This is an optimization exercise on Yosys and OpenROAD, whose aim is small area and a short achievable clock period, not a production implementation. Power is estimated from default activity; no workload was simulated.

## the reference run
==> flow/design.v <==
package fpcvt_pkg;
    localparam int FLAG_W        = 3;
    localparam int FLAG_INVALID  = 2;
    localparam int FLAG_OVERFLOW = 1;
    localparam int FLAG_INEXACT  = 0;
    localparam int FP64_BIAS = 1023;
endpackage
`timescale 1ns/10ps
module fp64_to_int64 #(
    parameter int TAG_W = 4
) (
    input  logic                          clk,
    input  logic                          load,
    input  logic [63:0]                   in_data,
    input  logic [TAG_W-1:0]              in_tag,
    output logic [63:0]                   q_word,
    output logic                          q_sign,
    output logic [fpcvt_pkg::FLAG_W-1:0]  q_flags,
    output logic [TAG_W-1:0]              q_tag
);
    logic        s;
    logic [10:0] e;
    logic [51:0] m;
    logic        m_nz;
    logic        is_nan, in_rng, shifted, sat, exact_min, below_one, at_one;
    logic [5:0]  amt;
    logic [64:0] sh [0:6];
    logic [6:0]  st;
    logic        inexact_n;
    logic [63:0] nxt_word;
    logic [fpcvt_pkg::FLAG_W-1:0] nxt_flags;
    assign s = in_data[63];
    assign e = in_data[62:52];
    assign m = in_data[51:0];
    assign m_nz = |m;
    assign is_nan    = (e == 11'h7ff) && m_nz;
    assign in_rng    = e[10] && (e[9:6] == 4'd0);
    assign shifted   = in_rng && (e[5:1] != 5'h1f);
    assign sat       = e[10] && !shifted && !is_nan;
    assign exact_min = (e == 11'd1086) && s && !m_nz;
    assign below_one = !e[10] && (e[9:0] != 10'h3ff);
    assign at_one    = !e[10] && (e[9:0] == 10'h3ff);
    assign amt   = ~e[5:0];
    assign sh[0] = {1'b1, m, 12'd0};
    assign st[0] = 1'b0;
    for (genvar j = 0; j < 6; j++) begin : g_sh
        localparam int D = 1 << (5 - j);
        assign sh[j+1] = amt[5-j] ? {{D{1'b0}}, sh[j][64:D]} : sh[j];
        assign st[j+1] = st[j] | (amt[5-j] & (|sh[j][D-1:0]));
    end
    assign inexact_n = st[6];
    always_comb begin
        nxt_word = '0;
        if (shifted) nxt_word = sh[6][63:0];
        if (at_one)  nxt_word[0] = 1'b1;
        if (sat)     nxt_word = s ? 64'h8000_0000_0000_0000 : 64'h7fff_ffff_ffff_ffff;
    end
    always_comb begin
        nxt_flags = '0;
        nxt_flags[fpcvt_pkg::FLAG_INVALID]  = is_nan;
        nxt_flags[fpcvt_pkg::FLAG_OVERFLOW] = sat && !exact_min;
        nxt_flags[fpcvt_pkg::FLAG_INEXACT]  = (below_one && ((e != 11'd0) || m_nz))
                                            || (at_one && m_nz)
                                            || (shifted && inexact_n);
    end
    always_ff @(posedge clk) begin
        if (load) begin
            q_word  <= nxt_word;
            q_sign  <= s;
            q_flags <= nxt_flags;
            q_tag   <= in_tag;
        end
    end
endmodule
`timescale 1ns/10ps
module int64_to_fp64 #(
    parameter int TAG_W = 4
) (
    input  logic                 clk,
    input  logic                 load,
    input  logic [63:0]          in_data,
    input  logic [TAG_W-1:0]     in_tag,
    output logic [63:0]          q_word,
    output logic                 q_sticky,
    output logic [TAG_W-1:0]     q_tag
);
    logic        s;
    logic [63:0] x;
    logic [63:0] d;
    logic [5:0]  lzd;
    logic [63:0] xs [0:6];
    logic        low_nz;
    logic        is_zero;
    logic        pow2neg;
    logic [10:0] exp_v;
    logic [63:0] nxt_word;
    assign x = in_data;
    assign s = x[63];
    assign d[0] = 1'b1;
    assign d[63:1] = x[63:1] ^ x[62:0];
    lzc64 u_lzc (.v(d), .cnt(lzd));
    assign xs[0] = x;
    for (genvar j = 0; j < 6; j++) begin : g_sh
        localparam int D = 1 << (5 - j);
        assign xs[j+1] = lzd[5-j] ? {xs[j][63-D:0], {D{1'b0}}} : xs[j];
    end
    assign low_nz  = |xs[6][9:0];
    assign is_zero = (x == 64'd0);
    assign pow2neg = s && !(|(d[63:1] & ~x[63:1]));
    always_comb begin
        exp_v = '0;
        for (int i = 0; i < 64; i++) begin
            if (lzd == 6'(i)) exp_v = pow2neg ? 11'(1086 - i) : 11'(1085 - i);
        end
    end
    assign nxt_word = {s, exp_v & {11{!is_zero}}, xs[6][61:10]};
    always_ff @(posedge clk) begin
        if (load) begin
            q_word    <= nxt_word;
            q_sticky  <= low_nz;
            q_tag     <= in_tag;
        end
    end
endmodule
module lzc64 (
    input  logic [63:0] v,
    output logic [5:0]  cnt
);
    logic [31:0] v1;  logic [0:0] c1 [0:31];
    logic [15:0] v2;  logic [1:0] c2 [0:15];
    logic [7:0]  v3;  logic [2:0] c3 [0:7];
    logic [3:0]  v4;  logic [3:0] c4 [0:3];
    logic [1:0]  v5;  logic [4:0] c5 [0:1];
    always_comb begin
        for (int i = 0; i < 32; i++) begin
            v1[i] = v[2*i+1] | v[2*i];
            c1[i] = !v[2*i+1];
        end
        for (int i = 0; i < 16; i++) begin
            v2[i] = v1[2*i+1] | v1[2*i];
            c2[i] = v1[2*i+1] ? {1'b0, c1[2*i+1]} : {1'b1, c1[2*i]};
        end
        for (int i = 0; i < 8; i++) begin
            v3[i] = v2[2*i+1] | v2[2*i];
            c3[i] = v2[2*i+1] ? {1'b0, c2[2*i+1]} : {1'b1, c2[2*i]};
        end
        for (int i = 0; i < 4; i++) begin
            v4[i] = v3[2*i+1] | v3[2*i];
            c4[i] = v3[2*i+1] ? {1'b0, c3[2*i+1]} : {1'b1, c3[2*i]};
        end
        for (int i = 0; i < 2; i++) begin
            v5[i] = v4[2*i+1] | v4[2*i];
            c5[i] = v4[2*i+1] ? {1'b0, c4[2*i+1]} : {1'b1, c4[2*i]};
        end
        cnt = v5[1] ? {1'b0, c5[1]} : {1'b1, c5[0]};
    end
endmodule
`timescale 1ns/10ps
module result_arbiter #(
    parameter int TAG_W = 4
) (
    input  logic                         clk,
    input  logic                         rst,
    input  logic                         f2i_valid,
    output logic                         f2i_ready,
    input  logic                         i2f_valid,
    output logic                         i2f_ready,
    output logic                         load0,
    output logic                         load1,
    input  logic [63:0]                  word0,
    input  logic                         sign0,
    input  logic [fpcvt_pkg::FLAG_W-1:0] flags0,
    input  logic [TAG_W-1:0]             tag0,
    input  logic [63:0]                  word1,
    input  logic                         sticky1,
    input  logic [TAG_W-1:0]             tag1,
    output logic                         res_valid,
    input  logic                         res_ready,
    output logic [63:0]                  res_data,
    output logic [fpcvt_pkg::FLAG_W-1:0] res_flags,
    output logic [TAG_W-1:0]             res_tag,
    output logic                         res_src
);
    logic held0, held1, prio, grant1;
    logic n_held0, n_held1, n_prio;
    logic take0, take1, xfer;
    logic [63:0] below0, below1;
    logic [63:0] r0, r1;
    assign res_valid = held0 | held1;
    assign res_src   = grant1;
    assign take0     = res_ready & !grant1;
    assign take1     = res_ready & grant1;
    assign f2i_ready = !held0 | take0;
    assign i2f_ready = !held1 | take1;
    assign load0     = f2i_valid & f2i_ready;
    assign load1     = i2f_valid & i2f_ready;
    assign xfer      = res_valid & res_ready;
    always_comb begin
        n_held0 = load0 | (held0 & !take0);
        n_held1 = load1 | (held1 & !take1);
        n_prio  = xfer ? !grant1 : prio;
        if (rst) begin
            n_held0 = 1'b0;
            n_held1 = 1'b0;
            n_prio  = 1'b0;
        end
    end
    always_ff @(posedge clk) begin
        held0  <= n_held0;
        held1  <= n_held1;
        prio   <= n_prio;
        grant1 <= n_held1 & (!n_held0 | n_prio);
    end
    function automatic [63:0] below_of;
        input [63:0] v;
        input        st;
        logic [63:0] p;
        p = {v[62:0], st};
        for (int l = 0; l < 6; l++) begin
            for (int i = 0; i < 64; i++) begin
                if ((i >> l) & 1)
                    p[i] = p[i] | p[((i >> l) << l) - 1];
            end
        end
        below_of = p;
    endfunction
    assign below0 = below_of(word0, 1'b0);
    assign below1 = below_of({12'd0, word1[51:0]}, sticky1);
    assign r0 = word0 ^ ({64{sign0}} & below0);
    assign r1 = {word1[63:52], word1[51:0] ^ ({52{word1[63]}} & below1[51:0])};
    assign res_data  = grant1 ? r1 : r0;
    assign res_flags = grant1 ? {2'b00, sticky1} : flags0;
    assign res_tag   = grant1 ? tag1 : tag0;
endmodule
`timescale 1ns/10ps
module fpcvt_top #(
    parameter int TAG_W = 4
) (
    input  logic                         clk,
    input  logic                         rst,
    input  logic                         f2i_valid,
    output logic                         f2i_ready,
    input  logic [63:0]                  f2i_data,
    input  logic [TAG_W-1:0]             f2i_tag,
    input  logic                         i2f_valid,
    output logic                         i2f_ready,
    input  logic [63:0]                  i2f_data,
    input  logic [TAG_W-1:0]             i2f_tag,
    output logic                         res_valid,
    input  logic                         res_ready,
    output logic [63:0]                  res_data,
    output logic [fpcvt_pkg::FLAG_W-1:0] res_flags,
    output logic [TAG_W-1:0]             res_tag,
    output logic                         res_src
);
    logic                         load0, load1;
    logic [63:0]                  word0, word1;
    logic                         sign0, sticky1;
    logic [fpcvt_pkg::FLAG_W-1:0] flags0;
    logic [TAG_W-1:0]             tag0, tag1;
    fp64_to_int64 #(.TAG_W(TAG_W)) u_f2i (
        .clk     (clk),
        .load    (load0),
        .in_data (f2i_data),
        .in_tag  (f2i_tag),
        .q_word  (word0),
        .q_sign  (sign0),
        .q_flags (flags0),
        .q_tag   (tag0)
    );
    int64_to_fp64 #(.TAG_W(TAG_W)) u_i2f (
        .clk       (clk),
        .load      (load1),
        .in_data   (i2f_data),
        .in_tag    (i2f_tag),
        .q_word    (word1),
        .q_sticky  (sticky1),
        .q_tag     (tag1)
    );
    result_arbiter #(.TAG_W(TAG_W)) u_arb (
        .clk       (clk),
        .rst       (rst),
        .f2i_valid (f2i_valid),
        .f2i_ready (f2i_ready),
        .i2f_valid (i2f_valid),
        .i2f_ready (i2f_ready),
        .load0     (load0),
        .load1     (load1),
        .word0     (word0),
        .sign0     (sign0),
        .flags0    (flags0),
        .tag0      (tag0),
        .word1     (word1),
        .sticky1   (sticky1),
        .tag1      (tag1),
        .res_valid (res_valid),
        .res_ready (res_ready),
        .res_data  (res_data),
        .res_flags (res_flags),
        .res_tag   (res_tag),
        .res_src   (res_src)
    );
endmodule
clock: 7.0 ns
lec_check: 0
abc_area: 1
cap_margin: 20
core_margin: 2
core_utilization: 40
setup_slack_margin: 2.7
slew_margin: 20
standard.sh (not shown) runs the stock make flow with config.mk's settings and CLKGATE_MAP_FILE= SYNTH_SCRIPT=/design/flow/synth_recipe.tcl, a recipe that flattens the netlist after the stock synthesis.
==> flow/flow/run.sh <==
#!/bin/bash
# The standard layout, with the port buffers made as buf_1 cells instead of
# the buffer_ports default (a slow delay cell on this platform).
set -euo pipefail
export BUFFER_PORTS_ARGS="-buffer_cell sky130_fd_sc_hd__buf_1"
bash standard.sh > flow_standard.log 2>&1
Having completed the whole flow, the reference run delivered a layout that passed the timing, DRC and antenna checks.
> inputs changed (the reference run -> the trial run)
==> flow/design.v, changed modules only <==
module int64_to_fp64 #(
    parameter int TAG_W = 4
) (
    input  logic                 clk,
    input  logic                 load,
    input  logic [63:0]          in_data,
    input  logic [TAG_W-1:0]     in_tag,
    output logic [63:0]          q_word,
    output logic                 q_sticky,
    output logic [TAG_W-1:0]     q_tag
);
    logic        s;
    logic [63:0] x;
    logic [63:0] d;
    logic [5:0]  lzd;
    logic [63:0] xs [0:6];
    logic        low_nz;
    logic        is_zero;
    logic        pow2neg;
    logic [10:0] exp_v;
    logic [63:0] nxt_word;
    assign x = in_data;
    assign s = x[63];
    assign d[0] = 1'b1;
    assign d[63:1] = x[63:1] ^ x[62:0];
    lzc64 u_lzc (.v(d), .cnt(lzd));
    assign xs[0] = x;
    for (genvar j = 0; j < 6; j++) begin : g_sh
        localparam int D = 1 << (5 - j);
        assign xs[j+1] = lzd[5-j] ? {xs[j][63-D:0], {D{1'b0}}} : xs[j];
    end
    assign low_nz  = |xs[6][9:0];
    assign is_zero = (x == 64'd0);
    assign pow2neg = s && !(|(~x[63:1] & x[62:0]));
    assign exp_v   = 11'd1085 - 11'(lzd) + 11'(pow2neg);
    assign nxt_word = {s, exp_v & {11{!is_zero}}, xs[6][61:10]};
    always_ff @(posedge clk) begin
        if (load) begin
            q_word    <= nxt_word;
            q_sticky  <= low_nz;
            q_tag     <= in_tag;
        end
    end
endmodule
module result_arbiter #(
    parameter int TAG_W = 4
) (
    input  logic                         clk,
    input  logic                         rst,
    input  logic                         f2i_valid,
    output logic                         f2i_ready,
    input  logic                         i2f_valid,
    output logic                         i2f_ready,
    output logic                         load0,
    output logic                         load1,
    input  logic [63:0]                  word0,
    input  logic                         sign0,
    input  logic [fpcvt_pkg::FLAG_W-1:0] flags0,
    input  logic [TAG_W-1:0]             tag0,
    input  logic [63:0]                  word1,
    input  logic                         sticky1,
    input  logic [TAG_W-1:0]             tag1,
    output logic                         res_valid,
    input  logic                         res_ready,
    output logic [63:0]                  res_data,
    output logic [fpcvt_pkg::FLAG_W-1:0] res_flags,
    output logic [TAG_W-1:0]             res_tag,
    output logic                         res_src
);
    logic held0, held1, prio, grant1;
    logic n_held0, n_held1, n_prio;
    logic take0, take1, xfer;
    logic [63:0] r0, r1;
    assign res_valid = held0 | held1;
    assign res_src   = grant1;
    assign take0     = res_ready & !grant1;
    assign take1     = res_ready & grant1;
    assign f2i_ready = !held0 | take0;
    assign i2f_ready = !held1 | take1;
    assign load0     = f2i_valid & f2i_ready;
    assign load1     = i2f_valid & i2f_ready;
    assign xfer      = res_valid & res_ready;
    always_comb begin
        n_held0 = load0 | (held0 & !take0);
        n_held1 = load1 | (held1 & !take1);
        n_prio  = xfer ? !grant1 : prio;
        if (rst) begin
            n_held0 = 1'b0;
            n_held1 = 1'b0;
            n_prio  = 1'b0;
        end
    end
    always_ff @(posedge clk) begin
        held0  <= n_held0;
        held1  <= n_held1;
        prio   <= n_prio;
        grant1 <= n_held1 & (!n_held0 | n_prio);
    end
    cond_neg #(.W(64)) u_neg0 (.v(word0), .st(1'b0), .neg(sign0), .r(r0));
    cond_neg #(.W(52)) u_neg1 (.v(word1[51:0]), .st(sticky1), .neg(word1[63]), .r(r1[51:0]));
    assign r1[63:52] = word1[63:52];
    assign res_data  = grant1 ? r1 : r0;
    assign res_flags = grant1 ? {2'b00, sticky1} : flags0;
    assign res_tag   = grant1 ? tag1 : tag0;
endmodule
module cond_neg #(
    parameter int W = 64
) (
    input  logic [W-1:0] v,
    input  logic         st,
    input  logic         neg,
    output logic [W-1:0] r
);
    logic [W-1:0] p;
    always_comb begin
        p = {v[W-2:0], st};
        for (int l = 0; (1 << l) < W; l++) begin
            for (int i = 0; i < W; i++) begin
                if ((i >> l) & 1)
                    p[i] = p[i] | p[((i >> l) << l) - 1];
            end
        end
    end
    assign r = v ^ ({W{neg}} & p);
endmodule
The trial run finished every step from synthesis to the final layout, and the layout passed the timing, DRC and antenna checks. The reference run finished all stages; the layout is clean. The trial run ends up with a inverter count that is 17% lower than in the reference run. The pre-CTS setup slack of the trial run exceeds that of the reference run by 690 ps. Taking the reference run as the reference, in the trial run internal power consumption went down, number of buffers and inverters on the critical path went up, global router's overall resource usage went down, area added between synthesis and finish went down. The final weighted congestion of routability-driven global placement of the trial run falls short of that of the reference run by about 4.4%. The area after synthesis reported for the trial run is smaller than that of the reference run by about 0.9%. Per the comparison of the trial run with the reference run, via count of the first global-routing pass dropped about 6%; detailed-routed wire length on met3 dropped about 27%; number of flip-flops and latches climbed 2.1%. The trial run does better than the reference run on total number of vias. Number of detailed-routing iterations run before antenna repair ends up lower on the trial run.
No run of this note included a check of the RTL's function; only the layout flow was run.

==> what the ideal ports hide <==
Ports are ideal in the flow. The routed layouts listed here were re-timed in OpenROAD.
Step 1, drivers: a clkbuf_16 drives clk and a buf_2 each remaining input, both assumed.
Step 2 times the ports against the registers' clock, not the clock port: input delays grow and output delays shrink by t, the midpoint of the rising clock arrivals with the driver on.
Three values: ideal ports, drivers, drivers and shift; two values: the first two.
| run | shift t [ns] | setup WS [ns] | clock arrival spread, ns | pins driven straight from the clock port |
|---|---|---|---|---|
| the reference run | 0.486 | 1.385 / 1.326 / 1.696 | 0.013 / 0.014 | 1 |
| the trial run | 0.490 | 2.579 / 2.524 / 2.368 | 0.012 / 0.012 | 1 |
After both steps every run listed still meets setup and hold. For the trial run, which loses most, drivers alone change the setup slack by -0.055 ns; drivers and shift together by -0.211 ns.
